Background: an optimization exercise with open tools, aiming at small area and a short achievable clock period. Do not read the settings as production practice. Only simulation tests tie the RTL to the original design; equivalence was not proved. No activity file was given, so power comes from the tool's default toggle rates.

## flow/constraint.sdc

```tcl
create_clock -name core_clock -period 5.5 [get_ports {clk}]
set_input_delay 1.1000 -clock core_clock [delete_from_list [all_inputs] [get_ports {clk}]]
set_output_delay 1.1000 -clock core_clock [all_outputs]
set_load 0.01 [all_outputs]
```

## flow/config.mk

```make
export PLATFORM = sky130hd
export DESIGN_NAME = cache_tag_check
export DESIGN_NICKNAME = cache_tag_check
export VERILOG_FILES = /design/flow/design.v
export SDC_FILE = /design/flow/constraint.sdc
export NUM_CORES = 4
export LEC_CHECK = 0
export ABC_CLOCK_PERIOD_IN_PS = 4500
export CAP_MARGIN = 20
export CORE_MARGIN = 2
export CORE_UTILIZATION = 35
export SETUP_SLACK_MARGIN = 2.5
export SLEW_MARGIN = 20
export SYNTH_HIERARCHICAL = 1
```

## flow/design.v

```verilog
module cache_tag_check #(
    parameter int  WAYS  = 4,
    parameter int  SETS  = 16,
    parameter int  TAG_W = 20,
    localparam int WAY_W = (WAYS > 1) ? $clog2(WAYS) : 1,
    localparam int IDX_W = $clog2(SETS)
) (
    input  logic             clk,
    input  logic             rst,
    input  logic             lkp_valid,
    input  logic [IDX_W-1:0] lkp_index,
    input  logic [TAG_W-1:0] lkp_tag,
    output logic             lkp_ready,
    output logic             rsp_valid,
    output logic             rsp_hit,
    output logic [WAY_W-1:0] rsp_way,
    input  logic             fill_valid,
    input  logic [IDX_W-1:0] fill_index,
    input  logic [TAG_W-1:0] fill_tag,
    output logic             fill_done,
    output logic [WAY_W-1:0] fill_way,
    input  logic             flush,
    output logic             busy,
    output logic             err
);
    logic                         busy_q;
    logic [IDX_W-1:0]             fcnt_q;
    logic [SETS-1:0][WAYS-1:0]    vld_q;
    logic [SETS-1:0][WAY_W-1:0]   ptr_q;
    logic [TAG_W-1:0]             tag_mem [SETS][WAYS];
    logic                         lkp_acc, fill_acc;
    logic                         l_v_q, f_v_q;
    logic [WAYS-1:0]              l_hitv_q, f_match_q, f_inv_q;
    logic [WAY_W-1:0]             f_ptr_q;
    logic [IDX_W-1:0]             f_idx_q;
    logic [TAG_W-1:0]             f_tag_q;
    logic [WAY_W-1:0]             victim;
    logic                         ptr_adv;
    assign lkp_ready = ~busy_q;
    assign busy      = busy_q;
    assign err       = 1'b0;
    assign lkp_acc   = lkp_valid  & ~busy_q & ~flush;
    assign fill_acc  = fill_valid & ~busy_q & ~flush;
    logic [SETS-1:0]              l_seln, f_seln;
    logic [TAG_W-1:0]             l_mm [WAYS];
    logic [TAG_W-1:0]             f_mm [WAYS];
    logic [WAYS-1:0]              l_vrd, f_vrd;
    logic [WAY_W-1:0]             f_prd;
    always_comb begin
        for (int s = 0; s < SETS; s++) begin
            l_seln[s] = (lkp_index != IDX_W'(s));
            f_seln[s] = (fill_index != IDX_W'(s));
        end
        l_vrd = '0;
        f_vrd = '0;
        f_prd = '0;
        for (int s = 0; s < SETS; s++) begin
            l_vrd = l_vrd | ({WAYS{~l_seln[s]}} & vld_q[s]);
            f_vrd = f_vrd | ({WAYS{~f_seln[s]}} & vld_q[s]);
            f_prd = f_prd | ({WAY_W{~f_seln[s]}} & ptr_q[s]);
        end
    end
    for (genvar w = 0; w < WAYS; w++) begin : g_rd
        for (genvar b = 0; b < TAG_W; b++) begin : g_bit
            ctc_cmp_bit #(.SETS(SETS)) u_l (
                .seln(l_seln), .t(lkp_tag[b]), .mm(l_mm[w][b]),
                .d({tag_mem[15][w][b], tag_mem[14][w][b], tag_mem[13][w][b], tag_mem[12][w][b],
                    tag_mem[11][w][b], tag_mem[10][w][b], tag_mem[9][w][b],  tag_mem[8][w][b],
                    tag_mem[7][w][b],  tag_mem[6][w][b],  tag_mem[5][w][b],  tag_mem[4][w][b],
                    tag_mem[3][w][b],  tag_mem[2][w][b],  tag_mem[1][w][b],  tag_mem[0][w][b]}));
            ctc_cmp_bit #(.SETS(SETS)) u_f (
                .seln(f_seln), .t(fill_tag[b]), .mm(f_mm[w][b]),
                .d({tag_mem[15][w][b], tag_mem[14][w][b], tag_mem[13][w][b], tag_mem[12][w][b],
                    tag_mem[11][w][b], tag_mem[10][w][b], tag_mem[9][w][b],  tag_mem[8][w][b],
                    tag_mem[7][w][b],  tag_mem[6][w][b],  tag_mem[5][w][b],  tag_mem[4][w][b],
                    tag_mem[3][w][b],  tag_mem[2][w][b],  tag_mem[1][w][b],  tag_mem[0][w][b]}));
        end
    end
    logic                         l_byp, f_byp, l_peq, f_peq;
    logic [WAYS-1:0]              l_hitv, f_match, f_inv;
    assign l_byp = f_v_q && (f_idx_q == lkp_index);
    assign f_byp = f_v_q && (f_idx_q == fill_index);
    assign l_peq = (f_tag_q == lkp_tag);
    assign f_peq = (f_tag_q == fill_tag);
    for (genvar w = 0; w < WAYS; w++) begin : g_way
        logic l_pw, f_pw;
        assign l_pw       = l_byp && (victim == WAY_W'(w));
        assign f_pw       = f_byp && (victim == WAY_W'(w));
        assign l_hitv[w]  = l_pw ? l_peq : (l_vrd[w] & ~|l_mm[w]);
        assign f_match[w] = f_pw ? f_peq : (f_vrd[w] & ~|f_mm[w]);
        assign f_inv[w]   = ~f_pw & ~f_vrd[w];
    end
    always_ff @(posedge clk) begin
        if (rst) begin
            l_v_q <= 1'b0;
            f_v_q <= 1'b0;
        end else begin
            l_v_q <= lkp_acc;
            f_v_q <= fill_acc;
        end
        l_hitv_q  <= l_hitv;
        f_match_q <= f_match;
        f_inv_q   <= f_inv;
        f_ptr_q   <= f_prd + WAY_W'(f_byp & ptr_adv);
        f_idx_q   <= fill_index;
        f_tag_q   <= fill_tag;
    end
    logic [WAY_W-1:0]             hit_way;
    assign hit_way[1] = ~l_hitv_q[0] & ~l_hitv_q[1] & (l_hitv_q[2] | l_hitv_q[3]);
    assign hit_way[0] = ~l_hitv_q[0] & (l_hitv_q[1] | (~l_hitv_q[2] & l_hitv_q[3]));
    assign rsp_valid = l_v_q;
    assign rsp_hit   = l_v_q & |l_hitv_q;
    assign rsp_way   = l_v_q ? hit_way : '0;
    always_comb begin
        victim = f_ptr_q;
        for (int w = WAYS - 1; w >= 0; w--) begin
            if (f_inv_q[w]) victim = WAY_W'(w);
        end
        for (int w = WAYS - 1; w >= 0; w--) begin
            if (f_match_q[w]) victim = WAY_W'(w);
        end
    end
    assign ptr_adv = ~|f_inv_q & ~|f_match_q;
    assign fill_done = f_v_q;
    assign fill_way  = victim;
    always_ff @(posedge clk) begin
        if (rst) begin
            busy_q <= 1'b0;
            fcnt_q <= '0;
        end else if (busy_q) begin
            fcnt_q <= fcnt_q + IDX_W'(1);
            if (fcnt_q == IDX_W'(SETS - 1)) busy_q <= 1'b0;
        end else if (flush) begin
            busy_q <= 1'b1;
        end
    end
    always_ff @(posedge clk) begin
        if (rst) begin
            vld_q <= '0;
            ptr_q <= '0;
        end else begin
            if (f_v_q) begin
                vld_q[f_idx_q][victim] <= 1'b1;
                if (ptr_adv) ptr_q[f_idx_q] <= f_ptr_q + WAY_W'(1);
            end
            if (~busy_q & flush) vld_q <= '0;
        end
    end
    always_ff @(posedge clk) begin
        if (f_v_q) tag_mem[f_idx_q][victim] <= f_tag_q;
    end
endmodule
module ctc_cmp_bit #(
    parameter int SETS = 16
) (
    input  logic [SETS-1:0] seln,
    input  logic [SETS-1:0] d,
    input  logic            t,
    output logic            mm
);
    logic [SETS/2-1:0] o;
    for (genvar k = 0; k < SETS / 2; k++) begin : g_pair
        ctc_o22ai u_o (.a1(d[2*k]), .a2(seln[2*k]), .b1(d[2*k+1]), .b2(seln[2*k+1]), .y(o[k]));
    end
    ctc_mmx #(.N(SETS / 2)) u_m (.o(o), .t(t), .mm(mm));
endmodule
module ctc_o22ai (input logic a1, a2, b1, b2, output logic y);
    assign y = ~((a1 | a2) & (b1 | b2));
endmodule
module ctc_mmx #(
    parameter int N = 8
) (
    input  logic [N-1:0] o,
    input  logic         t,
    output logic         mm
);
    assign mm = (~|o) ^ t;
endmodule
```

## flow/run.sh

```bash
#!/bin/bash
# synth_recipe.tcl (not shown) runs the flow's synth.tcl, then flattens the netlist and writes it again
# the make line also repeats each setting of config.mk as NAME=value (left out here)
make -C /OpenROAD-flow-scripts/flow DESIGN_CONFIG=/design/flow/config.mk WORK_HOME=/design/flow/orfs CLKGATE_MAP_FILE= SYNTH_SCRIPT=/design/flow/synth_recipe.tcl finish
```

==> run notes, run 1 <==
• horizontal extent of the die: 413 um
• post-cts hold buffer count: 0
• proportion of layout cells with a drive suffix above 1: 29.7%
• largest family of logic cells by synthesized area: compound AO/OA/AOI/OAI gates
• Final Hold Viols: 0
• capture instance of the worst register-to-register path: tag_mem[37][14]
• total wire length: 282 mm
• max-capacitance violation count: 0
• hold endpoint: ptr_q[28]
• Die H: 413 um
• Final setup violation count: 0
• Critical Path RT: 6.23 ns
• number of cells in the finished layout apart from fillers: 7444
• # port buffers: 61
• drt wl/cell: 37.9 um
• portion of synthesized cell area occupied by the leading cell type: 65.5%
• number of register bits inferred by synthesis: 1421
• Filler Cells Inserted: 14000
• num ports: 63
• Cell variety after synth: 65
• Site Rows: 150
• post-DP HPWL: 147 mm
• iteration count of the initial detailed-routing pass: 7
• Clk pin slew, worst setup/hold paths: 0.06 ns
• leak pwr: 0.0260 uW
• unrepaired setup endpoints after global routing: yes
• area share of and/or/nand/nor cells after synthesis: 8.10%
• largest area contributor in the netlist: edfxtp_1
• number of design-rule violations left by the first detailed-router iteration: 10300
• proportion of synthesized chip area in sequential cells: 70.4%
• Post-Route Skew: 0.0556 ns
• FF-to-FF Start: f_inv_q[3]
• Post-Route Utilization: 47.6%
• number of cells in the design after placement: 6689
• P_sw: 6000 uW
• maximum clock frequency: 296 MHz
• global-route wire length before repair: 375 mm
• Worst Min Path Start: ptr_q[28]
• Top FF cell, synth: edfxtp_1
• Slew Limit Headroom: 7.22%
• maximum level of the CTS H-tree: 4
• dominant cells by area after synthesis: edfxtp_1, o22ai_1, dfxtp_1
• Worst Reg-to-Reg Cells: 9
• top library cells by usage in the layout, fill and taps aside: edfxtp_1, o22ai_1, buf_4, nand2_1, nor4_2
• Placeable Area: 167000 um^2
• Gate Count Post-Synth: 4196
• clock buffer count from CTS: 147
• Routed Antenna Nets: 0
• overall overflow remaining after global route: 0
• area share of xor/xnor cells in the synthesized design: 3.20%
• hold path depth: 2
• number of design rule violations left after detail routing: 0
• sequential share of power: 48.7%
• endpoint kind of the worst setup timing path: register
• number of global-route vias before repair: 47900
• power per cell area: 306 nW/um^2
• Area growth syn-to-layout: 35.5%
• # nets final: 5179
• type of the worst min-delay path: reg2reg
• crit-path max FO: 14
• worst path arrival time: 4.11 ns
• Bufs on Longest Clock Path: 3
• mean instance size in the synthesized netlist: 14.0 um^2
• clk latency of the worst-skew pair: 0.82 ns
• total routing resource utilization after global routing: 31.4%
• total number of vias: 52600
• initial cell density of the core: 35.1%
• switching part of the total: 24.6%
• largest net degree at the start of global routing: 66
• setup slack of the worst register-to-register path: 2.45 ns
• most frequent standard cell in the layout excluding fill and tap cells: edfxtp_1
• initial antenna violation count: 13
• share of the cycle needed by the critical path after routing: 61.4%
• post-synthesis net count: 4258
• launch point of the critical path: fill_index[3]
• design internal power: 18400 uW
• Synth Area in Adders: 0.192%
• synthesized-area fraction occupied by ao, oa, aoi and oai cells: 16.7%
• CTS sink count: 1421
• number of max-slew violations in the final report: 0
• fraction of registers with async set or reset after synthesis: 0%
• proportion of power drawn by combinational gates: 10.1%
• count of flip-flops with a built-in enable after synthesis: 1280
• sort of element at the start of the critical path: primary input
• run status: no timing/DRC/antenna violations
• TritonCTS clock tree: built
• cell area after synthesis: 58600 um^2
• synth warn: 9
• CTS root buf: clkbuf_16
• share of power burned in the clock network: 41.3%
• Worst Tran Pin Value: 1.39 ns
• worst vdd rail ir drop: 0.288 mV
• post-synthesis mux area share: 0.757%
• area of the die: 171000 um^2
• average via count per standard cell: 7.06
• crit path time final: 3.38 ns
• crit path kind: in2reg
• final weighted congestion in routability-driven placement: 0.943
==> through the flow <==
stage | worst slack, ns | cell area, um^2 | setup TNS (ns) | hold WS [ns] | power (uW)
final | 2.12 | 79500 | 0 | 0.475 | 24400
after detailed placement | -0.213 | 65300 | -0.213 | 0.469 | 13700
after CTS | 2.32 | 76700 | 0 | 0.475 | 24000
after floorplan | 2.01 | 59600 | 0 | 0.445 | 13000
after global placement | -0.190 | 65300 | -0.190 | 0.464 | 13700
after global routing | 2.11 | 79500 | 0 | 0.469 | 24700
==> modules after synthesis, one instance, submodules excluded, excerpt <==
module | times used | flops+latches
cache_tag_check | 1 | 1421
ctc_o22ai | 1280 | 0
==> power by group through the flow <==
| stage | logic, uW | registers (uW) | clock network [uW] |
|---|---|---|---|
| floorplan | 864 | 12100 | 0 |
| global placement | 1630 | 12100 | 0 |
| detailed placement | 1640 | 12100 | 0 |
| CTS | 2130 | 11800 | 10000 |
| global route | 2450 | 11800 | 10400 |
| finish | 2450 | 11900 | 10000 |
==> critical path, stage by stage <==
cell and delay [ns]:
buf_12 0.11, nor2b_4 0.15, buf_12 0.17, nand2_8 0.16, buf_12 0.15, buf_6 0.23
o22ai_1 0.20, nor4_4 0.52, nand2_1 0.19, xnor2_2 0.20, nor4_4 0.37, and3_4 0.27
nand4_1 0.08, o22ai_1 0.14
==> worst max path at each step <==
stage / endpoint / slack [ns] / depth (start not counted)
floorplan: l_hitv_q[0] / 2.01 / 13
detailed placement: l_hitv_q[0] / -0.21 / 14
global placement: l_hitv_q[0] / -0.19 / 14
finish: f_match_q[1] / 2.12 / 14
global route: l_hitv_q[0] / 2.11 / 18
CTS: fill_way[1] / 2.32 / 5
==> logic make-up (layout without fill, tap and decap cells) <==
group | Yosys count | after routing
AO/OA/AOI/OAI | 1519 | 1519
flip-flops | 1421 | 1421
AND/OR/NAND/NOR | 903 | 946
XOR/XNOR | 214 | 214
buffers and inverters | 94 | 1086
multiplexers | 35 | 35
adder cells (fa/ha/maj) | 9 | 9
other | 1 | 10
==> sequential cells by signal (all words and copies together), names as in the netlist <==
register   flops
fcnt_q         4
f_v_q          1
f_match_q      4
ptr_q         32
tag_mem     1280
f_ptr_q        2
f_tag_q       20
busy_q         1
vld_q         64
f_inv_q        4
l_hitv_q       4
f_idx_q        4
l_v_q          1
==> metal layers <==
layer	track usage [%]	vias up	part of all wire, %
met5	0.396	-	0.20
met4	20.5	24	8.4
met3	14.9	1371	19
met2	42.8	5510	40
met1	39.3	25600	33
li1	-	20000	-
==> synth_stat cells (all sizes together) (9+ instances only) <==
| library cell | count |
|---|---|
| and2 | 13 |
| o21ai | 38 |
| and3 | 14 |
| buf | 34 |
| nand2 | 244 |
| a21oi | 49 |
| dfxtp | 141 |
| xor2 | 25 |
| clkbuf | 47 |
| nor3 | 21 |
| nor4 | 379 |
| o22ai | 1291 |
| inv | 12 |
| a32o | 67 |
| nor2b | 19 |
| edfxtp | 1280 |
| mux2i | 14 |
| nand2b | 10 |
| nor2 | 117 |
| xnor2 | 189 |
| nand4 | 15 |
| mux2 | 15 |
| nand3 | 38 |
| a22o | 11 |
| or3 | 12 |
| ha | 9 |
==> layout make-up <==
type                       instances  area [um^2]  share of cell area, %
multi-input combinational       2724        21300                   26.8
clock buffer                     191         4010                   5.04
antenna                            9         22.5                 0.0283
clock inverter                    72          736                  0.926
timing repair buffer             810         9290                   11.7
inverter                          13         61.3                 0.0771
tap                             2204         2760                   3.47
sequential                      1421        41300                   52.0
==> repair_timing <==
action | CTS | global route
buffers inserted | 288 | 131
gates resized for setup | 535 | 218
hold endpoints to repair | 0 | 0
pin swaps | 201 | 157
setup endpoints to repair | 590 | 323
cloned | 54 | 9
==> run 2, diff against run 1 <==
--- a/flow/design.v
+++ b/flow/design.v
@@ -31,7 +31,7 @@
     logic                         lkp_acc, fill_acc;
     logic                         l_v_q, f_v_q;
     logic [WAYS-1:0]              l_hitv_q, f_match_q, f_inv_q;
-    logic [WAY_W-1:0]             f_ptr_q;
+    logic [WAY_W-1:0]             f_ptr_q, f_alt_q;
     logic [IDX_W-1:0]             f_idx_q;
     logic [TAG_W-1:0]             f_tag_q;
     logic [WAY_W-1:0]             victim;
@@ -78,6 +78,7 @@
     end
     logic                         l_byp, f_byp, l_peq, f_peq;
     logic [WAYS-1:0]              l_hitv, f_match, f_inv;
+    logic [WAY_W-1:0]             f_ptr, f_alt;
     assign l_byp = f_v_q && (f_idx_q == lkp_index);
     assign f_byp = f_v_q && (f_idx_q == fill_index);
     assign l_peq = (f_tag_q == lkp_tag);
@@ -86,9 +87,25 @@
         logic l_pw, f_pw;
         assign l_pw       = l_byp && (victim == WAY_W'(w));
         assign f_pw       = f_byp && (victim == WAY_W'(w));
-        assign l_hitv[w]  = l_pw ? l_peq : (l_vrd[w] & ~|l_mm[w]);
-        assign f_match[w] = f_pw ? f_peq : (f_vrd[w] & ~|f_mm[w]);
+        logic [TAG_W/4-1:0] l_g, f_g;
+        for (genvar k = 0; k < TAG_W / 4; k++) begin : g_grp
+            ctc_nor4 u_lg (.a(l_mm[w][4*k]), .b(l_mm[w][4*k+1]), .c(l_mm[w][4*k+2]),
+                           .d(l_mm[w][4*k+3]), .y(l_g[k]));
+            ctc_nor4 u_fg (.a(f_mm[w][4*k]), .b(f_mm[w][4*k+1]), .c(f_mm[w][4*k+2]),
+                           .d(f_mm[w][4*k+3]), .y(f_g[k]));
+        end
+        ctc_hit #(.N(TAG_W / 4)) u_lh (.g(l_g), .c(l_vrd[w] & ~l_pw), .h(l_pw & l_peq),
+                                       .y(l_hitv[w]));
+        ctc_hit #(.N(TAG_W / 4)) u_fh (.g(f_g), .c(f_vrd[w] & ~f_pw), .h(f_pw & f_peq),
+                                       .y(f_match[w]));
         assign f_inv[w]   = ~f_pw & ~f_vrd[w];
+    end
+    assign f_ptr = f_prd + WAY_W'(f_byp & ptr_adv);
+    always_comb begin
+        f_alt = f_ptr;
+        for (int w = WAYS - 1; w >= 0; w--) begin
+            if (f_inv[w]) f_alt = WAY_W'(w);
+        end
     end
     always_ff @(posedge clk) begin
         if (rst) begin
@@ -101,7 +118,8 @@
         l_hitv_q  <= l_hitv;
         f_match_q <= f_match;
         f_inv_q   <= f_inv;
-        f_ptr_q   <= f_prd + WAY_W'(f_byp & ptr_adv);
+        f_ptr_q   <= f_ptr;
+        f_alt_q   <= f_alt;
         f_idx_q   <= fill_index;
         f_tag_q   <= fill_tag;
     end
@@ -112,10 +130,7 @@
     assign rsp_hit   = l_v_q & |l_hitv_q;
     assign rsp_way   = l_v_q ? hit_way : '0;
     always_comb begin
-        victim = f_ptr_q;
-        for (int w = WAYS - 1; w >= 0; w--) begin
-            if (f_inv_q[w]) victim = WAY_W'(w);
-        end
+        victim = f_alt_q;
         for (int w = WAYS - 1; w >= 0; w--) begin
             if (f_match_q[w]) victim = WAY_W'(w);
         end
@@ -176,3 +191,16 @@
 );
     assign mm = (~|o) ^ t;
 endmodule
+module ctc_nor4 (input logic a, b, c, d, output logic y);
+    assign y = ~(a | b | c | d);
+endmodule
+module ctc_hit #(
+    parameter int N = 5
+) (
+    input  logic [N-1:0] g,
+    input  logic         c,
+    input  logic         h,
+    output logic         y
+);
+    assign y = (&g & c) | h;
+endmodule
==> run notes, run 2 <==
• CTS sink count: 1423
• Final setup violation count: 0
• FF-to-FF Start: f_idx_q[1]
• Site Rows: 150
• iteration count of the initial detailed-routing pass: 7
• total number of vias: 50900
• Slew Limit Headroom: 29.3%
• post-DP HPWL: 146 mm
• number of design-rule violations left by the first detailed-router iteration: 9355
• proportion of synthesized chip area in sequential cells: 70.2%
• crit-path max FO: 17
• top cells by instance count after synthesis: o22ai_1, edfxtp_1, nor4_1
• power per cell area: 321 nW/um^2
• num ports: 63
• count of flip-flops with a built-in enable after synthesis: 1280
• maximum clock frequency: 320 MHz
• Die H: 414 um
• initial antenna violation count: 23
• Bufs on Longest Clock Path: 3
• Post-Route Skew: 0.0758 ns
• portion of synthesized cell area occupied by the leading cell type: 65.3%
• TritonCTS clock tree: built
• Placeable Area: 167000 um^2
• horizontal extent of the die: 414 um
• total wire length: 273 mm
• share of the cycle needed by the critical path after routing: 56.9%
• largest register by flop count: tag_mem
• number of design rule violations left after detail routing: 0
• area of the die: 171000 um^2
• Routed Antenna Nets: 0
• Gate Count Post-Synth: 4212
• Worst Reg-to-Reg Cells: 3
• most used standard cell by instance count after synthesis: o22ai_1
• proportion of layout cells with a drive suffix above 1: 25.6%
• global-route wire length before repair: 365 mm
• Filler Cells Inserted: 14400
• unrepaired setup endpoints after global routing: yes
• worst stage delay on the critical path: 0.99 ns
• fraction of registers with async set or reset after synthesis: 0%
• placed standard-cell area: 65800 um^2
• largest net degree at the start of global routing: 67
• Worst Min Path Start: fcnt_q[3]
• top library cells by usage in the layout, fill and taps aside: edfxtp_1, o22ai_1, buf_4, nand2_1, xnor2_1
• Worst Tran Pin Value: 1.06 ns
• average via count per standard cell: 6.98
• drt wl/cell: 37.4 um
• type of the worst min-delay path: reg2reg
• Largest delay share family, worst path: simple AND/OR/NAND/NOR gates
• # port buffers: 61
• sort of element at the start of the critical path: register
• launch point of the critical path: f_idx_q[1]
• crit path kind: reg2reg
• post-synthesis net count: 4274
• CTS root buf: clkbuf_16
• leak pwr: 0.0250 uW
• synth warn: 9
• hold path depth: 1
• Top FF cell, synth: edfxtp_1
• Clk pin slew, worst setup/hold paths: 0.06 ns
• Cell variety after synth: 79
• post-cts hold buffer count: 0
• most frequent standard cell in the layout excluding fill and tap cells: edfxtp_1
• Design Area, Final: 76600 um^2
• number of global-route vias before repair: 46800
• max-capacitance violation count: 0
• Final TNS setup: 0 ns
• initial cell density of the core: 35.2%
• largest area contributor in the netlist: edfxtp_1
• number of cells in the finished layout apart from fillers: 7286
• Critical Path RT: 5.98 ns
• endpoint kind of the worst setup timing path: register
• Final Hold Viols: 0
• largest registers: tag_mem: 1280 flops, vld_q: 64 flops, ptr_q: 32 flops
• number of register bits inferred by synthesis: 1423
• mean instance size in the synthesized netlist: 14.0 um^2
• dominant cells by area after synthesis: edfxtp_1, o22ai_1, dfxtp_1
• total routing resource utilization after global routing: 30.1%
• capture instance of the worst register-to-register path: tag_mem[62][2]
• series of cell instances along the critical path: nand4_1 -> nor2_2 -> buf_4
• number of max-slew violations in the final report: 0
• crit path time final: 3.13 ns
• clock buffer count from CTS: 149
• overall overflow remaining after global route: 0
• Area growth syn-to-layout: 30.2%
• final weighted congestion in routability-driven placement: 0.968
• # nets final: 5008
• worst path arrival time: 3.61 ns
• Critical path buffers and inverters: 1
• cell area after synthesis: 58800 um^2
• worst vdd rail ir drop: 0.333 mV
• flip-flop count of the largest register, all copies and words added: 1280
• hold endpoint: busy_q
• clk latency of the worst-skew pair: 0.85 ns
• setup slack of the worst register-to-register path: 2.37 ns
• number of cells in the design after placement: 6710
• maximum level of the CTS H-tree: 4
• master of the slowest instance on the critical path: nand4_1
• run status: no timing/DRC/antenna violations
## run 2: layer usage
layer / vias up / global-route usage [%] / part of all wire, %
li1: 19600 / - / -
met1: 24800 / 37.4 / 34
met2: 5089 / 41.6 / 40
met4: 28 / 20.0 / 8.2
met3: 1355 / 14.0 / 17
met5: - / 0.583 / 0.17
## run 2: kinds of logic after synthesis
logic type	synth area share [%]
XOR/XNOR	3.21
multiplexers	0.663
buffers and inverters	0.619
flip-flops	70.2
adder cells (fa/ha/maj)	0.191
AO/OA/AOI/OAI	16.5
AND/OR/NAND/NOR	8.64
other	0.00637
## run 2: power breakdown
| group | leakage, uW | switching, uW | internal, uW | total, uW |
|---|---|---|---|---|
| clock network | 0.00244 | 4540 | 5880 | 10400 |
| registers | 0.0127 | 95.2 | 11800 | 11900 |
| logic | 0.00989 | 1480 | 796 | 2280 |
| total | 0.0250 | 6110 | 18500 | 24600 |
## run 2: area by class of cell
class | count | area (um^2) | share of cell area [%]
multi-input cells | 2746 | 20400 | 26.6
clock buffers | 199 | 4110 | 5.36
inverters | 12 | 57.6 | 0.0751
repair buffers | 614 | 7000 | 9.14
clock inverters | 76 | 896 | 1.17
diodes | 12 | 30.0 | 0.0392
well taps | 2204 | 2760 | 3.60
flip-flops and latches | 1423 | 41400 | 54.0
## run 2: worst reg2reg max path: stages, from the launching register on
cell and delay [ns]:
dfxtp_1 0.75, nand4_1 0.99, nor2_2 0.67, buf_4 0.40
## run 2: modules after synthesis, one instance, submodules excluded, excerpt
module	cells inside	cell area, um^2	copies in the design	flops+latches
ctc_nor4	1	12.5	40	0
cache_tag_check	2228	46200	1	1423
ctc_o22ai	1	6.26	1280	0
## run 2: stage by stage
step	utilization (%)	setup slack [ns]	hold slack (ns)	total power [uW]
6_report	45.9	2.37	0.481	24600
3_3_place_gp	39.4	0.652	0.468	13800
3_5_place_dp	39.4	0.569	0.472	13800
2_1_floorplan	-	2.42	0.446	13000
4_1_cts	45.0	2.35	0.484	24300
5_1_grt	45.8	2.40	0.509	25000
## run 2: worst max path at each step
| stage | endpoint | slack (ns) | cells after the start |
|---|---|---|---|
| finish | tag_mem[62][2] | 2.37 | 3 |
| global route | fill_way[1] | 2.40 | 4 |
| CTS | tag_mem[29][7] | 2.35 | 4 |
| detailed placement | l_hitv_q[1] | 0.57 | 11 |
| global placement | l_hitv_q[1] | 0.65 | 12 |
| floorplan | l_hitv_q[0] | 2.42 | 11 |
## run 2: timing repair
| item | 4_1_cts | 5_1_grt |
|---|---|---|
| resized for setup | 310 | 151 |
| endpoints found under the setup margin | 638 | 203 |
| pin swaps | 78 | 64 |
| buffers inserted | 159 | 61 |
| endpoints found under the hold margin | 0 | 0 |
| cloned | 63 | 6 |
==> run 3, diff against run 2 <==
--- a/flow/design.v
+++ b/flow/design.v
@@ -33,6 +33,7 @@
     logic [WAYS-1:0]              l_hitv_q, f_match_q, f_inv_q;
     logic [WAY_W-1:0]             f_ptr_q, f_alt_q;
     logic [IDX_W-1:0]             f_idx_q;
+    logic [SETS-1:0]              f_sel_q;   
     logic [TAG_W-1:0]             f_tag_q;
     logic [WAY_W-1:0]             victim;
     logic                         ptr_adv;
@@ -87,16 +88,14 @@
         logic l_pw, f_pw;
         assign l_pw       = l_byp && (victim == WAY_W'(w));
         assign f_pw       = f_byp && (victim == WAY_W'(w));
-        logic [TAG_W/4-1:0] l_g, f_g;
-        for (genvar k = 0; k < TAG_W / 4; k++) begin : g_grp
-            ctc_nor4 u_lg (.a(l_mm[w][4*k]), .b(l_mm[w][4*k+1]), .c(l_mm[w][4*k+2]),
-                           .d(l_mm[w][4*k+3]), .y(l_g[k]));
-            ctc_nor4 u_fg (.a(f_mm[w][4*k]), .b(f_mm[w][4*k+1]), .c(f_mm[w][4*k+2]),
-                           .d(f_mm[w][4*k+3]), .y(f_g[k]));
-        end
-        ctc_hit #(.N(TAG_W / 4)) u_lh (.g(l_g), .c(l_vrd[w] & ~l_pw), .h(l_pw & l_peq),
+        logic [TAG_W/2-1:0] l_g, f_g;
+        for (genvar k = 0; k < TAG_W / 2; k++) begin : g_grp
+            ctc_nor2 u_lg (.a(l_mm[w][2*k]), .b(l_mm[w][2*k+1]), .y(l_g[k]));
+            ctc_nor2 u_fg (.a(f_mm[w][2*k]), .b(f_mm[w][2*k+1]), .y(f_g[k]));
+        end
+        ctc_hit #(.N(TAG_W / 2)) u_lh (.g(l_g), .c(l_vrd[w] & ~l_pw), .h(l_pw & l_peq),
                                        .y(l_hitv[w]));
-        ctc_hit #(.N(TAG_W / 4)) u_fh (.g(f_g), .c(f_vrd[w] & ~f_pw), .h(f_pw & f_peq),
+        ctc_hit #(.N(TAG_W / 2)) u_fh (.g(f_g), .c(f_vrd[w] & ~f_pw), .h(f_pw & f_peq),
                                        .y(f_match[w]));
         assign f_inv[w]   = ~f_pw & ~f_vrd[w];
     end
@@ -121,6 +120,7 @@
         f_ptr_q   <= f_ptr;
         f_alt_q   <= f_alt;
         f_idx_q   <= fill_index;
+        f_sel_q   <= ~f_seln;
         f_tag_q   <= fill_tag;
     end
     logic [WAY_W-1:0]             hit_way;
@@ -154,15 +154,21 @@
             vld_q <= '0;
             ptr_q <= '0;
         end else begin
-            if (f_v_q) begin
-                vld_q[f_idx_q][victim] <= 1'b1;
-                if (ptr_adv) ptr_q[f_idx_q] <= f_ptr_q + WAY_W'(1);
+            for (int s = 0; s < SETS; s++) begin
+                if (f_v_q && f_sel_q[s]) begin
+                    vld_q[s][victim] <= 1'b1;
+                    if (ptr_adv) ptr_q[s] <= f_ptr_q + WAY_W'(1);
+                end
             end
             if (~busy_q & flush) vld_q <= '0;
         end
     end
     always_ff @(posedge clk) begin
-        if (f_v_q) tag_mem[f_idx_q][victim] <= f_tag_q;
+        for (int s = 0; s < SETS; s++) begin
+            for (int w = 0; w < WAYS; w++) begin
+                if (f_v_q && f_sel_q[s] && victim == WAY_W'(w)) tag_mem[s][w] <= f_tag_q;
+            end
+        end
     end
 endmodule
 module ctc_cmp_bit #(
@@ -177,25 +183,28 @@
     for (genvar k = 0; k < SETS / 2; k++) begin : g_pair
         ctc_o22ai u_o (.a1(d[2*k]), .a2(seln[2*k]), .b1(d[2*k+1]), .b2(seln[2*k+1]), .y(o[k]));
     end
-    ctc_mmx #(.N(SETS / 2)) u_m (.o(o), .t(t), .mm(mm));
+    logic [SETS/4-1:0] a;
+    logic              rdn;
+    for (genvar j = 0; j < SETS / 4; j++) begin : g_quad
+        ctc_nor2 u_a (.a(o[2*j]), .b(o[2*j+1]), .y(a[j]));
+    end
+    ctc_nand4 u_r (.a(a[0]), .b(a[1]), .c(a[2]), .d(a[3]), .y(rdn));
+    ctc_xnor2 u_x (.a(rdn), .b(t), .y(mm));
 endmodule
 module ctc_o22ai (input logic a1, a2, b1, b2, output logic y);
     assign y = ~((a1 | a2) & (b1 | b2));
 endmodule
-module ctc_mmx #(
-    parameter int N = 8
-) (
-    input  logic [N-1:0] o,
-    input  logic         t,
-    output logic         mm
-);
-    assign mm = (~|o) ^ t;
-endmodule
-module ctc_nor4 (input logic a, b, c, d, output logic y);
-    assign y = ~(a | b | c | d);
+module ctc_nor2 (input logic a, b, output logic y);
+    assign y = ~(a | b);
+endmodule
+module ctc_nand4 (input logic a, b, c, d, output logic y);
+    assign y = ~(a & b & c & d);
+endmodule
+module ctc_xnor2 (input logic a, b, output logic y);
+    assign y = ~(a ^ b);
 endmodule
 module ctc_hit #(
-    parameter int N = 5
+    parameter int N = 10
 ) (
     input  logic [N-1:0] g,
     input  logic         c,
==> run notes, run 3 <==
• clk latency of the worst-skew pair: 0.83 ns
• switching part of the total: 24.1%
• largest registers: tag_mem: 1280 flops, vld_q: 63 flops, ptr_q: 32 flops
• share of power burned in the clock network: 43.3%
• maximum level of the CTS H-tree: 4
• endpoint kind of the worst setup timing path: register
• most frequent standard cell in the layout excluding fill and tap cells: edfxtp_1
• grt met2 use: 40.2%
• Routed Antenna Nets: 0
• sort of element at the start of the critical path: primary input
• initial cell density of the core: 35.3%
• max-capacitance violation count: 0
• final weighted congestion in routability-driven placement: 0.931
• drt wl/cell: 34.5 um
• largest net degree at the start of global routing: 67
• Final Hold Viols: 0
• master of the slowest instance on the critical path: nand4_1
• Top FF cell, synth: edfxtp_1
• P_sw: 5880 uW
• proportion of layout cells with a drive suffix above 1: 16.4%
• Bufs on Longest Clock Path: 3
• total wire length: 255 mm
• overall overflow remaining after global route: 0
• Worst Reg-to-Reg Cells: 4
• capture instance of the worst register-to-register path: tag_mem[63][18]
• series of cell instances along the critical path: buf_6 -> nor2b_4 -> buf_4 -> nand2_8 -> buf_6 -> o22ai_1 -> nor2_1 -> nand4_1 -> xnor2_1 -> nor2_2 -> nand4_1 -> o31ai_1
• Clk pin slew, worst setup/hold paths: 0.06 ns
• cell area after synthesis: 59200 um^2
• portion of synthesized cell area occupied by the leading cell type: 64.9%
• Die H: 415 um
• GRT busiest layer: met2
• TritonCTS clock tree: built
• number of max-slew violations in the final report: 0
• horizontal extent of the die: 415 um
• post-synthesis net count: 4585
• synthesized-area fraction occupied by ao, oa, aoi and oai cells: 15.9%
• type of the worst min-delay path: reg2reg
• top library cells by usage in the layout, fill and taps aside: edfxtp_1, o22ai_1, nor2_1, buf_4, xnor2_1
• sequential share of power: 48.9%
• # nets final: 5096
• unrepaired setup endpoints after global routing: yes
• post-DP HPWL: 140 mm
• initial antenna violation count: 3
• Placeable Area: 168000 um^2
• number of design-rule violations left by the first detailed-router iteration: 8175
• total number of vias: 48900
• largest area contributor in the netlist: edfxtp_1
• worst path arrival time: 3.91 ns
• flip-flop count of the largest register, all copies and words added: 1280
• termination of the worst setup path: f_match_q[1]
• crit-path max FO: 15
• fraction of registers with async set or reset after synthesis: 0%
• Post-Route Skew: 0.0412 ns
• Cell variety after synth: 67
• Largest delay share family, worst path: simple AND/OR/NAND/NOR gates
• placement-stage worst setup slack: 0.653 ns
• area share of and/or/nand/nor cells after synthesis: 9.49%
• CTS root buf: clkbuf_16
• Critical path buffers and inverters: 3
• Worst Tran Pin Value: 1.27 ns
• proportion of synthesized chip area in sequential cells: 70.3%
• share of the cycle needed by the critical path after routing: 58.4%
• Area growth syn-to-layout: 24.0%
• launch point of the critical path: fill_index[2]
• Gate Count Post-Synth: 4530
• maximum clock frequency: 311 MHz
• Final TNS setup: 0 ns
• Final setup violation count: 0
• GR Layer Usage met1: 36.3%
• largest family of logic cells by synthesized area: compound AO/OA/AOI/OAI gates
• Worst Min Path Start: ptr_q[25]
• fin worst setup slack: 2.29 ns
• total routing resource utilization after global routing: 28.0%
• iteration count of the initial detailed-routing pass: 8
• global-route wire length before repair: 344 mm
• crit path kind: in2reg
• post-synthesis mux area share: 0.511%
• fraction of met3 tracks used by global routing: 9.41%
• setup slack of the worst register-to-register path: 2.37 ns
• top cells by instance count after synthesis: o22ai_1, edfxtp_1, nor2_1
• count of flip-flops with a built-in enable after synthesis: 1280
• run status: no timing/DRC/antenna violations
• synth warn: 11
• area of the die: 173000 um^2
• clock buffer count from CTS: 154
• area share of xor/xnor cells in the synthesized design: 3.15%
• average via count per standard cell: 6.63
• worst stage delay on the critical path: 0.51 ns
• power per cell area: 333 nW/um^2
• number of cells on the critical path: 12
• proportion of power drawn by combinational gates: 7.7%
• crit path time final: 3.21 ns
• mean instance size in the synthesized netlist: 13.1 um^2
• leak pwr: 0.0234 uW
• Slew Limit Headroom: 15.3%
• largest register by flop count: tag_mem
• Site Rows: 150
• num ports: 63
• Synth Area in Adders: 0.0422%
• CTS sink count: 1439
• FF-to-FF Start: f_match_q[3]
• number of design rule violations left after detail routing: 0
• worst vdd rail ir drop: 0.354 mV
• Filler Cells Inserted: 14900
• number of global-route vias before repair: 45400
• # port buffers: 61
• Critical Path RT: 6.20 ns
• dominant cells by area after synthesis: edfxtp_1, o22ai_1, nor2_1
• design internal power: 18600 uW
• number of register bits inferred by synthesis: 1439
• most used standard cell by instance count after synthesis: o22ai_1
-- run 3: power groups by stage --
stage / clock, uW / sequential [uW] / combinational (uW)
floorplan: 0 / 12200 / 838
global placement: 0 / 12200 / 1570
detailed placement: 0 / 12200 / 1580
CTS: 10600 / 12000 / 1760
global route: 11000 / 12000 / 1920
finish: 10600 / 12000 / 1890
-- run 3: area by class of cell --
cell class                 instances  area [um^2]  area share [%]
clock inverter                    77          926            1.26
multi-input combinational       3020        19100            26.0
timing repair buffer             391         4670            6.37
clock buffer                     206         4180            5.69
antenna                            4         10.0          0.0136
sequential                      1439        41700            56.7
inverter                          35          159           0.216
tap                             2204         2760            3.75
-- run 3: worst min path at each step --
stage / endpoint / cells after the start
6_report: ptr_q[25] / 2
5_1_grt: vld_q[53] / 1
4_1_cts: ptr_q[25] / 2
3_5_place_dp: busy_q / 1
3_3_place_gp: vld_q[48] / 1
2_1_floorplan: vld_q[23] / 1
-- run 3: tightest hold or removal path: stages (launching register included) --
cell	delay, ns
dfxtp_1	0.30
nor2_1	0.09
nor3_1	0.05
-- run 3: per-stage QoR --
step,utilization [%],instance area [um^2],hold WS (ns),power (uW),std cells
after detailed placement,39.0,65400,0.487,13800,6930
after global placement,39.0,65400,0.473,13800,6930
after global routing,43.8,73400,0.524,24900,7372
final,43.8,73400,0.495,24500,7376
after CTS,43.3,72600,0.499,24300,7321
after floorplan,-,60100,0.447,13100,4530
-- run 3: what timing repair did --
action | in CTS | in global routing
hold endpoints to repair | 0 | 0
hold buffers | 0 | 0
gates resized for setup | 155 | 64
setup buffers | 67 | 40
setup endpoints to repair | 1054 | 190
cloned | 41 | 9
pin swaps | 60 | 51
-- run 3: cells by family after synthesis --
group / after synthesis
and+or+nand+nor: 1277
muxes: 28
adders and majority gates: 2
xor gates and xnor gates: 213
buffers and inverters: 97
other: 1
DFF: 1439
AOI/OAI and AO/OA: 1473
-- run 3: per-layer routing --
| metal | wire, um | vias to the layer above | part of all wire, % |
|---|---|---|---|
| met1 | 91000 | 24200 | 36 |
| met4 | 18600 | 2 | 7.3 |
| met3 | 39000 | 867 | 15 |
| met2 | 106000 | 4202 | 42 |
| met5 | 12 | - | 0.0047 |
| li1 | - | 19600 | - |
-- run 3: modules after synthesis, one instance, submodules excluded, excerpt --
module,area (um^2),cells,times used,flops+latches
cache_tag_check,45900,2170,1,1439
ctc_nand4,6.26,1,160,0
ctc_nor2,3.75,1,720,0
ctc_o22ai,6.26,1,1280,0
ctc_xnor2,8.76,1,160,0
==> run 4, diff against run 3 <==
--- a/flow/config.mk
+++ b/flow/config.mk
@@ -9,6 +9,8 @@
 export CAP_MARGIN = 20
 export CORE_MARGIN = 2
 export CORE_UTILIZATION = 35
+export CTS_CLUSTER_DIAMETER = 80
+export CTS_CLUSTER_SIZE = 25
 export SETUP_SLACK_MARGIN = 2.5
 export SLEW_MARGIN = 20
 export SYNTH_HIERARCHICAL = 1
==> run notes, run 4 <==
• synth warn: 11
• Top FF cell, synth: edfxtp_1
• mean instance size in the synthesized netlist: 13.1 um^2
• number of global-route vias before repair: 44600
• endpoint kind of the worst setup timing path: register
• global-route wire length before repair: 342 mm
• FF+latch area: 41700 um^2
• number of design-rule violations left by the first detailed-router iteration: 8454
• worst path arrival time: 3.92 ns
• max-capacitance violation count: 0
• flip-flop count of the largest register, all copies and words added: 1280
• Bufs on Longest Clock Path: 3
• Filler Cells Inserted: 15100
• total wire length: 253 mm
• worst vdd rail ir drop: 0.296 mV
• crit path kind: in2reg
• top cells by instance count after synthesis: o22ai_1, edfxtp_1, nor2_1
• total routing resource utilization after global routing: 27.9%
• # nets final: 5021
• type of the worst min-delay path: reg2reg
• Placeable Area: 168000 um^2
• horizontal extent of the die: 415 um
• area used by multi-input combinational logic: 19100 um^2
• number of register bits inferred by synthesis: 1439
• Final Hold Viols: 0
• Area growth syn-to-layout: 20.2%
• Final setup violation count: 0
• num ports: 63
• Site Rows: 150
• largest register by flop count: tag_mem
• FF-to-FF Start: f_match_q[3]
• final weighted congestion in routability-driven placement: 0.931
• master of the slowest instance on the critical path: o31ai_1
• average via count per standard cell: 6.67
• area of the die: 173000 um^2
• most used standard cell by instance count after synthesis: o22ai_1
• maximum level of the CTS H-tree: 3
• placement-stage worst setup slack: 0.653 ns
• crit path time final: 3.27 ns
• post-DP HPWL: 140 mm
• number of design rule violations left after detail routing: 0
• proportion of synthesized chip area in sequential cells: 70.3%
• TritonCTS clock tree: built
• drt wl/cell: 34.9 um
• largest registers: tag_mem: 1280 flops, vld_q: 63 flops, ptr_q: 32 flops
• most frequent standard cell in the layout excluding fill and tap cells: edfxtp_1
• post-synthesis net count: 4585
• dominant cells by area after synthesis: edfxtp_1, o22ai_1, nor2_1
• initial antenna violation count: 12
• top library cells by usage in the layout, fill and taps aside: edfxtp_1, o22ai_1, nor2_1, buf_4
• fin worst setup slack: 2.23 ns
• setup slack of the worst register-to-register path: 2.54 ns
• power per cell area: 292 nW/um^2
• count of flip-flops with a built-in enable after synthesis: 1280
• worst stage delay on the critical path: 0.35 ns
• total number of vias: 48300
• Slew Limit Headroom: 21.8%
• Critical Path RT: 6.15 ns
• launch point of the critical path: fill_index[0]
• number of cells in the design after placement: 6930
• Final Hold Slack: 0.498 ns
• clock buffer count from CTS: 78
• clk latency of the worst-skew pair: 0.77 ns
• number of cells in the finished layout apart from fillers: 7239
• leak pwr: 0.0223 uW
• portion of synthesized cell area occupied by the leading cell type: 64.9%
• Die H: 415 um
• most frequent CP cell: buf_12
• overall overflow remaining after global route: 0
• iteration count of the initial detailed-routing pass: 8
• Final TNS setup: 0 ns
• sort of element at the start of the critical path: primary input
• unrepaired setup endpoints after global routing: yes
• Routed Antenna Nets: 0
• post-cts hold buffer count: 0
• Post-Route Skew: 0.0767 ns
• crit-path max FO: 6
• fraction of registers with async set or reset after synthesis: 0%
• maximum clock frequency: 306 MHz
• proportion of layout cells with a drive suffix above 1: 15.0%
• share of the cycle needed by the critical path after routing: 59.4%
• Worst Tran Pin Value: 1.17 ns
• CTS root buf: clkbuf_16
• CTS sink count: 1439
• run status: no timing/DRC/antenna violations
• Cell variety after synth: 67
• series of cell instances along the critical path: buf_12 -> buf_12 -> or2_4 -> nor3_4 -> clkinvlp_4 -> buf_12 -> buf_12 -> buf_16 -> buf_12 -> o22ai_4 -> nor2_2 -> nand4_1 -> xnor2_1 -> nor2_1 -> nand4_1 -> o31ai_1
• cell area after synthesis: 59200 um^2
• # port buffers: 61
• Post-Route Utilization: 42.5%
• Worst Min Path Start: fcnt_q[3]
• Gate Count Post-Synth: 4530
• number of max-slew violations in the final report: 0
• largest net degree at the start of global routing: 67
• Clk pin slew, worst setup/hold paths: 0.10 ns
• largest area contributor in the netlist: edfxtp_1
• initial cell density of the core: 35.3%
## run 4: cell counts after synthesis
No cell type changed its count.
## run 4: critical path: cells and delay by family
| family | cells | cell delay (ns) |
|---|---|---|
| buf+inv | 7 | 1.01 |
| xor+xnor | 1 | 0.09 |
| compound gates | 2 | 0.52 |
| simple gates | 6 | 1.16 |
## run 4: repair_timing
| action | CTS | global route |
|---|---|---|
| cloned | 40 | 11 |
| endpoints found under the setup margin | 965 | 172 |
| setup buffers | 80 | 24 |
| resized for setup | 182 | 52 |
| pin swaps | 66 | 52 |
## run 4: area by class of cell
cell class | count | area share (%)
Timing Repair Buffer | 391 | 6.84
Inverter | 35 | 0.223
Multi-Input combinational cell | 3021 | 26.9
Antenna cell | 5 | 0.0176
Clock buffer | 103 | 2.92
Tap cell | 2204 | 3.87
Sequential cell | 1439 | 58.5
Clock inverter | 41 | 0.773
## run 4: where the power goes
part | leakage, uW | switching, uW | internal [uW]
logic | 0.00820 | 1240 | 662
registers | 0.0128 | 65.7 | 11900
clock network | 0.00127 | 3950 | 2970
total | 0.0223 | 5260 | 15500
## run 4: cells by family (layout without fill, tap and decap cells)
group,after synthesis,in the layout,share of synthesized area (%)
AOI/OAI and AO/OA,1473,1473,15.9
DFF,1439,1439,70.3
buffers and inverters,97,570,0.686
adders and majority gates,2,2,0.0422
xor gates and xnor gates,213,213,3.15
other,1,6,0.00633
and+or+nand+nor,1277,1304,9.49
muxes,28,28,0.511
## run 4: through the flow
| step | instance area [um^2] | power [uW] |
|---|---|---|
| 5_1_grt | 71200 | 21200 |
| 6_report | 71200 | 20800 |
| 4_1_cts | 70400 | 20700 |
| 2_1_floorplan | 60100 | 13100 |
| 3_3_place_gp | 65400 | 13800 |
| 3_5_place_dp | 65400 | 13800 |
## run 4: final timing paths
check                                     end  depth (start not counted)
worst min-delay path                   busy_q                          1
worst max register to register  tag_mem[1][9]                          4
worst max-delay path             f_match_q[1]                         16
worst min register to register         busy_q                          1
## run 4: per-module statistics from Yosys, one instance, submodules excluded, excerpt
module	flip-flops and latches	times used	area, um^2
ctc_o22ai	0	1280	6.26
ctc_nand4	0	160	6.26
ctc_nor2	0	720	3.75
ctc_xnor2	0	160	8.76
cache_tag_check	1439	1	45900
## run 4: per-layer routing
layer  GRT usage, %  vias up  part of all wire, %
li1               -    19400                    -
met1           36.8    23900                   36
met2           40.4     4157                   42
met3           8.80      833                   16
met4           15.9        6                  6.8
met5              0        -                0.015
==> run 5, diff against run 4 <==
--- a/flow/design.v
+++ b/flow/design.v
@@ -62,15 +62,18 @@
         end
     end
     for (genvar w = 0; w < WAYS; w++) begin : g_rd
+        logic [SETS-1:0] l_wseln, f_wseln;
+        ctc_dec #(.IDX_W(IDX_W), .SETS(SETS)) u_ld (.idx(lkp_index), .seln(l_wseln));
+        ctc_dec #(.IDX_W(IDX_W), .SETS(SETS)) u_fd (.idx(fill_index), .seln(f_wseln));
         for (genvar b = 0; b < TAG_W; b++) begin : g_bit
             ctc_cmp_bit #(.SETS(SETS)) u_l (
-                .seln(l_seln), .t(lkp_tag[b]), .mm(l_mm[w][b]),
+                .seln(l_wseln), .t(lkp_tag[b]), .mm(l_mm[w][b]),
                 .d({tag_mem[15][w][b], tag_mem[14][w][b], tag_mem[13][w][b], tag_mem[12][w][b],
                     tag_mem[11][w][b], tag_mem[10][w][b], tag_mem[9][w][b],  tag_mem[8][w][b],
                     tag_mem[7][w][b],  tag_mem[6][w][b],  tag_mem[5][w][b],  tag_mem[4][w][b],
                     tag_mem[3][w][b],  tag_mem[2][w][b],  tag_mem[1][w][b],  tag_mem[0][w][b]}));
             ctc_cmp_bit #(.SETS(SETS)) u_f (
-                .seln(f_seln), .t(fill_tag[b]), .mm(f_mm[w][b]),
+                .seln(f_wseln), .t(fill_tag[b]), .mm(f_mm[w][b]),
                 .d({tag_mem[15][w][b], tag_mem[14][w][b], tag_mem[13][w][b], tag_mem[12][w][b],
                     tag_mem[11][w][b], tag_mem[10][w][b], tag_mem[9][w][b],  tag_mem[8][w][b],
                     tag_mem[7][w][b],  tag_mem[6][w][b],  tag_mem[5][w][b],  tag_mem[4][w][b],
@@ -171,6 +174,28 @@
         end
     end
 endmodule
+module ctc_dec #(
+    parameter int IDX_W = 4,
+    parameter int SETS  = 16
+) (
+    input  logic [IDX_W-1:0] idx,
+    output logic [SETS-1:0]  seln
+);
+    logic [3:0] lo, hi;
+    ctc_pre u_lo (.i(idx[1:0]), .y(lo));
+    ctc_pre u_hi (.i(idx[3:2]), .y(hi));
+    for (genvar s = 0; s < SETS; s++) begin : g_s
+        ctc_nand2 u_n (.a(lo[s % 4]), .b(hi[s / 4]), .y(seln[s]));
+    end
+endmodule
+module ctc_pre (input logic [1:0] i, output logic [3:0] y);
+    always_comb begin
+        for (int j = 0; j < 4; j++) y[j] = (i == 2'(j));
+    end
+endmodule
+module ctc_nand2 (input logic a, b, output logic y);
+    assign y = ~(a & b);
+endmodule
 module ctc_cmp_bit #(
     parameter int SETS = 16
 ) (
--- a/flow/config.mk
+++ b/flow/config.mk
@@ -11,6 +11,7 @@
 export CORE_UTILIZATION = 35
 export CTS_CLUSTER_DIAMETER = 80
 export CTS_CLUSTER_SIZE = 25
+export PLACE_DENSITY = 0.75
 export SETUP_SLACK_MARGIN = 2.5
 export SLEW_MARGIN = 20
 export SYNTH_HIERARCHICAL = 1
==> run notes, run 5 <==
• Final setup violation count: 0
• Gate Count Post-Synth: 4669
• share of the cycle needed by the critical path after routing: 59.5%
• number of design rule violations left after detail routing: 0
• # port buffers: 61
• Critical Path RT: 6.07 ns
• Final TNS setup: 0 ns
• clk latency of the worst-skew pair: 0.76 ns
• type of the worst min-delay path: reg2reg
• post-cts hold buffer count: 0
• max-capacitance violation count: 0
• iteration count of the initial detailed-routing pass: 8
• worst vdd rail ir drop: 0.279 mV
• power per cell area: 295 nW/um^2
• largest net degree at the start of global routing: 66
• cell area after synthesis: 60000 um^2
• maximum clock frequency: 305 MHz
• portion of synthesized cell area occupied by the leading cell type: 64.1%
• placed standard-cell area: 65100 um^2
• fraction of registers with async set or reset after synthesis: 0%
• horizontal extent of the die: 418 um
• average via count per standard cell: 6.60
• sort of element at the start of the critical path: primary input
• global-route wire length before repair: 322 mm
• Bufs on Longest Clock Path: 3
• Routed Antenna Nets: 0
• crit path time final: 3.27 ns
• count of flip-flops with a built-in enable after synthesis: 1280
• run status: no timing/DRC/antenna violations
• num ports: 63
• Cell variety after synth: 70
• top library cells by usage in the layout, fill and taps aside: o22ai_1, edfxtp_1, nor2_1, buf_4, xnor2_1
• # nets final: 5040
• Top FF cell, synth: edfxtp_1
• Post-Route Utilization: 40.3%
• number of design-rule violations left by the first detailed-router iteration: 9674
• crit path kind: in2reg
• number of max-slew violations in the final report: 0
• most used standard cell by instance count after synthesis: o22ai_1
• most frequent standard cell in the layout excluding fill and tap cells: o22ai_1
• leak pwr: 0.0212 uW
• fin worst setup slack: 2.23 ns
• Clk pin slew, worst setup/hold paths: 0.09 ns
• Final Hold Viols: 0
• Design Area, Final: 68500 um^2
• unrepaired setup endpoints after global routing: yes
• number of register bits inferred by synthesis: 1439
• flip-flop count of the largest register, all copies and words added: 1280
• worst path arrival time: 3.84 ns
• CTS sink count: 1439
• drt wl/cell: 32.1 um
• largest register by flop count: tag_mem
• proportion of synthesized chip area in sequential cells: 69.4%
• overall overflow remaining after global route: 0
• synth warn: 12
• Area growth syn-to-layout: 14.2%
• largest area contributor in the netlist: edfxtp_1
• Placeable Area: 170000 um^2
• proportion of layout cells with a drive suffix above 1: 13.1%
• total wire length: 233 mm
• Site Rows: 151
• endpoint kind of the worst setup timing path: register
• total number of vias: 47900
• CTS root buf: clkbuf_16
• Die H: 418 um
• initial antenna violation count: 5
• largest registers: tag_mem: 1280 flops, vld_q: 63 flops, ptr_q: 32 flops
• clock buffer count from CTS: 74
• initial cell density of the core: 35.3%
• number of global-route vias before repair: 44200
• TritonCTS clock tree: built
• Slew Limit Headroom: 22.9%
• crit-path max FO: 27
• top cells by instance count after synthesis: o22ai_1, edfxtp_1, nor2_1
• total routing resource utilization after global routing: 25.7%
• mean instance size in the synthesized netlist: 12.8 um^2
• placement-stage worst setup slack: 0.798 ns
• Post-Route Skew: 0.0594 ns
• area of the die: 175000 um^2
• dominant cells by area after synthesis: edfxtp_1, o22ai_1, nor2_1
• maximum level of the CTS H-tree: 3
• Worst Tran Pin Value: 1.16 ns
• final weighted congestion in routability-driven placement: 1.03
• post-synthesis net count: 4724
• post-DP HPWL: 150 mm
• Final Hold Slack: 0.493 ns
run 5: cell count changes in the layout (fill, tap and decap cells not counted), sizes merged, moves of 12 or more:
| cell | previous run | this run |
|---|---|---|
| nor2 | 875 | 900 |
| inv | 51 | 30 |
| and2 | 7 | 21 |
| nor2b | 11 | 26 |
| buf | 319 | 249 |
| nand2 | 87 | 166 |
| clkbuf | 114 | 102 |
| and2b | 0 | 16 |
run 5: path summary, 6_finish.rpt:
kind                 from      endpoint  slack (ns)  cells past startpoint
min reg2reg     fcnt_q[3]        busy_q        0.49                      1
max reg2reg   f_tag_q[12]  f_match_q[1]        2.56                      8
max          lkp_index[0]   l_hitv_q[2]        2.23                     10
min             fcnt_q[3]        busy_q        0.49                      1
run 5: critical path: stages:
cell	delay (ns)
buf_6	0.26
and2b_2	0.35
nand2_4	0.28
o22ai_1	0.14
nor2_1	0.37
nand4_1	0.22
xnor2_1	0.17
nor2_1	0.24
nand4_1	0.21
o31ai_2	0.48
run 5: area by class of cell:
class,instances,area (um^2)
antenna,10,25.0
clock buffer,100,2030
clock inverter,27,322
fill,15300,101000
inverter,17,63.8
multi-input combinational,3153,19200
sequential,1439,41700
tap,2218,2780
timing repair buffer,300,2440
run 5: cells by family (layout without fill, tap and decap cells):
kind of cell	count (synthesis)	in the layout	share of synthesized area [%]
compound gates	1466	1466	15.6
flops	1439	1439	69.4
simple gates	1435	1435	10.5
xor+xnor	213	213	3.11
buf+inv	77	444	0.588
mux	36	36	0.678
fa+ha+maj	2	2	0.0417
other cells	1	11	0.00625
run 5: per-module statistics from Yosys (local to each module, per instance), excerpt:
module | cells | flops+latches | cell area, um^2 | times used
ctc_nor2 | 1 | 0 | 3.75 | 720
cache_tag_check | 2117 | 1439 | 45700 | 1
ctc_o22ai | 1 | 0 | 6.26 | 1280
ctc_nand4 | 1 | 0 | 6.26 | 160
ctc_nand2 | 1 | 0 | 3.75 | 128
ctc_xnor2 | 1 | 0 | 8.76 | 160
ctc_pre | 4 | 0 | 26.3 | 16
run 5: what timing repair did:
| action | CTS | global route |
|---|---|---|
| endpoints found under the setup margin | 21 | 13 |
| buffers inserted | 1 | 3 |
| gates resized for setup | 209 | 96 |
| cloned | 0 | 0 |
| pin swaps | 4 | 8 |
run 5: stage by stage:
step | power [uW] | std cells
floorplan | 13100 | 4669
global placement | 13900 | 7121
detailed placement | 13900 | 7122
CTS | 20100 | 7250
global route | 20600 | 7255
finish | 20200 | 7264
run 5: routing by layer:
| layer | GRT usage [%] | share of wire (%) | vias up |
|---|---|---|---|
| met1 | 31.8 | 33 | 23400 |
| met4 | 18.3 | 8.9 | 2 |
| li1 | - | - | 19500 |
| met2 | 38.4 | 43 | 4190 |
| met3 | 7.49 | 15 | 865 |
| met5 | 0 | 0.0056 | - |
run 5: power breakdown:
part | switching, uW | leakage, uW | internal (uW)
Clock | 3680 | 0.00114 | 2740
Combinational | 1280 | 0.00725 | 554
Sequential | 77.5 | 0.0128 | 11900
Total | 5040 | 0.0212 | 15200
==> run 6, diff against run 5 <==
--- a/flow/design.v
+++ b/flow/design.v
@@ -96,7 +96,8 @@
             ctc_nor2 u_lg (.a(l_mm[w][2*k]), .b(l_mm[w][2*k+1]), .y(l_g[k]));
             ctc_nor2 u_fg (.a(f_mm[w][2*k]), .b(f_mm[w][2*k+1]), .y(f_g[k]));
         end
-        ctc_hit #(.N(TAG_W / 2)) u_lh (.g(l_g), .c(l_vrd[w] & ~l_pw), .h(l_pw & l_peq),
+        ctc_hit #(.N(TAG_W / 2)) u_lh (.g(l_g), .c(lkp_acc & l_vrd[w] & ~l_pw),
+                                       .h(lkp_acc & l_pw & l_peq),
                                        .y(l_hitv[w]));
         ctc_hit #(.N(TAG_W / 2)) u_fh (.g(f_g), .c(f_vrd[w] & ~f_pw), .h(f_pw & f_peq),
                                        .y(f_match[w]));
@@ -130,8 +131,8 @@
     assign hit_way[1] = ~l_hitv_q[0] & ~l_hitv_q[1] & (l_hitv_q[2] | l_hitv_q[3]);
     assign hit_way[0] = ~l_hitv_q[0] & (l_hitv_q[1] | (~l_hitv_q[2] & l_hitv_q[3]));
     assign rsp_valid = l_v_q;
-    assign rsp_hit   = l_v_q & |l_hitv_q;
-    assign rsp_way   = l_v_q ? hit_way : '0;
+    assign rsp_hit   = |l_hitv_q;
+    assign rsp_way   = hit_way;
     always_comb begin
         victim = f_alt_q;
         for (int w = WAYS - 1; w >= 0; w--) begin
==> run notes, run 6 <==
• Routed Antenna Nets: 0
• iteration count of the initial detailed-routing pass: 10
• total routing resource utilization after global routing: 24.9%
• power per cell area: 295 nW/um^2
• placement-stage worst setup slack: 1.20 ns
• initial antenna violation count: 6
• crit path time final: 3.06 ns
• synth warn: 12
• unrepaired setup endpoints after global routing: yes
• Worst Tran Pin Value: 1.21 ns
• number of max-slew violations in the final report: 0
• number of design rule violations left after detail routing: 0
• total wire length: 227 mm
• Filler Cells Inserted: 15300
• proportion of synthesized chip area in sequential cells: 69.4%
• worst stage delay on the critical path: 0.36 ns
• global-route wire length before repair: 316 mm
• sort of element at the start of the critical path: primary input
• FF-to-FF Start: f_match_q[3]
• top cells by instance count after synthesis: o22ai_1, edfxtp_1, nor2_1
• Placeable Area: 170000 um^2
• drt wl/cell: 31.4 um
• dominant cells by area after synthesis: edfxtp_1, o22ai_1, nor2_1
• number of cells on the critical path: 10
• portion of synthesized cell area occupied by the leading cell type: 64.1%
• Final setup violation count: 0
• Final Hold Slack: 0.500 ns
• number of global-route vias before repair: 44600
• flip-flop count of the largest register, all copies and words added: 1280
• total number of vias: 48000
• worst vdd rail ir drop: 0.262 mV
• num ports: 63
• max-capacitance violation count: 0
• most used standard cell by instance count after synthesis: o22ai_1
• Slew Limit Headroom: 19.4%
• Worst Reg-to-Reg Cells: 5
• area of the die: 175000 um^2
• Post-Route Skew: 0.0634 ns
• worst path arrival time: 3.66 ns
• initial cell density of the core: 35.3%
• overall overflow remaining after global route: 0
• proportion of layout cells with a drive suffix above 1: 12.7%
• final weighted congestion in routability-driven placement: 1.01
• Area growth syn-to-layout: 13.9%
• fraction of registers with async set or reset after synthesis: 0%
• fin worst setup slack: 2.44 ns
• master of the slowest instance on the critical path: and2b_2
• Gate Count Post-Synth: 4676
• CTS sink count: 1439
• maximum clock frequency: 327 MHz
• Bufs on Longest Clock Path: 3
• Critical path buffers and inverters: 1
• Top FF cell, synth: edfxtp_1
• Final Hold Viols: 0
• # port buffers: 61
• CTS root buf: clkbuf_16
• crit path kind: in2reg
• clk latency of the worst-skew pair: 0.71 ns
• Worst Min Path Start: vld_q[2]
• number of cells in the design after placement: 7105
• Site Rows: 151
• endpoint kind of the worst setup timing path: register
• number of cells in the finished layout apart from fillers: 7231
• crit-path max FO: 24
• mean instance size in the synthesized netlist: 12.8 um^2
• leak pwr: 0.0212 uW
• count of flip-flops with a built-in enable after synthesis: 1280
• cell area after synthesis: 60000 um^2
• TritonCTS clock tree: built
• capture instance of the worst register-to-register path: tag_mem[50][14]
• Clk pin slew, worst setup/hold paths: 0.09 ns
• largest net degree at the start of global routing: 66
• launch point of the critical path: fill_index[0]
• # nets final: 5018
• average via count per standard cell: 6.64
• most frequent standard cell in the layout excluding fill and tap cells: o22ai_1
• largest registers: tag_mem: 1280 flops, vld_q: 63 flops, ptr_q: 32 flops
• top library cells by usage in the layout, fill and taps aside: o22ai_1, edfxtp_1, nor2_1, buf_4, nand4_1
• post-synthesis net count: 4731
• post-DP HPWL: 142 mm
• Cell variety after synth: 70
• termination of the worst setup path: f_match_q[1]
• horizontal extent of the die: 418 um
• clock buffer count from CTS: 72
• setup slack of the worst register-to-register path: 2.61 ns
• series of cell instances along the critical path: buf_6 -> and2b_2 -> nand2_2 -> o22ai_1 -> nor2_1 -> nand4_1 -> xnor2_1 -> nor2_1 -> nand4_1 -> o31ai_1
• Final TNS setup: 0 ns
• type of the worst min-delay path: reg2reg
• largest area contributor in the netlist: edfxtp_1
• number of register bits inferred by synthesis: 1439
• number of design-rule violations left by the first detailed-router iteration: 9617
• share of the cycle needed by the critical path after routing: 55.6%
• largest register by flop count: tag_mem
• Largest delay share family, worst path: simple AND/OR/NAND/NOR gates
• maximum level of the CTS H-tree: 3
• Critical Path RT: 6.10 ns
• run status: no timing/DRC/antenna violations
• Post-Route Utilization: 40.2%
• Die H: 418 um
## run 6: metrics by stage
stage | power, uW | instance area, um^2
floorplan | 13000 | 60000
global placement | 13800 | 65000
detailed placement | 13800 | 65000
CTS | 20000 | 67800
global route | 20600 | 68300
finish | 20200 | 68300
## run 6: worst min path at each step
stage	end	slack [ns]	cells after the start
global placement	vld_q[30]	0.46	1
global route	vld_q[2]	0.51	1
detailed placement	vld_q[2]	0.47	1
CTS	vld_q[2]	0.50	1
floorplan	vld_q[5]	0.45	1
finish	vld_q[2]	0.50	1
## run 6: area by class of cell
cell class / instances / area [um^2] / share of cell area (%)
repair buffers: 272 / 2250 / 3.29
diodes: 5 / 12.5 / 0.0183
well taps: 2218 / 2780 / 4.06
multi-input cells: 3162 / 19200 / 28.1
flip-flops and latches: 1439 / 41700 / 61.0
inverters: 16 / 60.1 / 0.0879
clock buffers: 98 / 1980 / 2.90
clock inverters: 21 / 358 / 0.524
## run 6: logic make-up (layout without fill, tap and decap cells)
logic type / after synthesis / after routing / synth area share (%)
other: 1 / 6 / 0.00625
and+or+nand+nor: 1452 / 1452 / 10.7
muxes: 37 / 37 / 0.717
DFF: 1439 / 1439 / 69.4
AOI/OAI and AO/OA: 1457 / 1457 / 15.5
buffers and inverters: 75 / 407 / 0.561
xor gates and xnor gates: 213 / 213 / 3.11
adders and majority gates: 2 / 2 / 0.0417
## run 6: report_power, final
part           switching (uW)  internal [uW]  total, uW
registers                33.1          11900      11900
logic                    1250            535       1780
clock network            3570           2920       6480
total                    4850          15300      20200
## run 6: per-layer routing
layer,routed length [um],part of all wire [%],global-route usage [%],vias up
met3,37900,17,9.56,895
met1,76400,34,30.9,23300
met2,97200,43,36.9,4418
met5,72,0.032,0,-
met4,15600,6.9,14.7,10
li1,-,-,-,19500
## run 6: worst reg2reg max path: stages (launching register included)
cell	delay (ns)
dfxtp_4	0.40
nor2_1	0.15
a21oi_1	0.10
or3_1	0.74
nor2_2	0.80
buf_4	0.38
## run 6: modules after synthesis, one instance, submodules excluded, excerpt
module,area (um^2),flops+latches,times used
cache_tag_check,45700,1439,1
ctc_nand2,3.75,0,128
ctc_nand4,6.26,0,160
ctc_nor2,3.75,0,720
ctc_o22ai,6.26,0,1280
ctc_pre,26.3,0,16
ctc_xnor2,8.76,0,160
## run 6: timing repair
item                       in CTS  in global routing
setup buffers                   2                  0
pin swaps                       4                  2
setup endpoints to repair     237                 12
resized for setup             172                131
hold buffers                    0                  0

==> separate check: timing with driven ports <==
Ports are ideal in the flow. The routed layouts listed here were re-timed in OpenROAD.
Step 1: set_driving_cell puts a clkbuf_16 on clk and a buf_2 on each other input, an assumption about the parent block.
Step 2, shift: input delay + t, output delay - t, t = (earliest + latest rising clock arrival at the registers) / 2. This alone moves slack from input paths to output paths.
a / b / c = ideal / step 1 / step 2; a / b = the first two.
run | t (ns) | slack for setup (ns) | worst register clock-pin slew, ns | worst data-port slew with drivers (ns) | pins driven straight from the clock port
run 1 | 0.873 | 2.121 / 2.126 / 1.252 | 0.07 / 0.07 | 0.11 | 1
run 2 | 0.891 | 2.372 / 2.310 / 1.513 | 0.07 / 0.07 | 0.10 | 1
run 3 | 0.892 | 2.289 / 2.248 / 1.356 | 0.07 / 0.07 | 0.24 | 1
run 4 | 0.814 | 2.231 / 2.244 / 1.430 | 0.11 / 0.11 | 0.11 | 1
run 5 | 0.810 | 2.226 / 2.203 / 1.393 | 0.11 / 0.11 | 0.14 | 1
run 6 | 0.758 | 2.441 / 2.429 / 1.675 | 0.10 / 0.10 | 0.11 | 1
After both steps setup and hold are still met in every run listed. The setup slack of run 3, which loses most, moves by -0.041 ns with the drivers and by -0.933 ns with both steps.
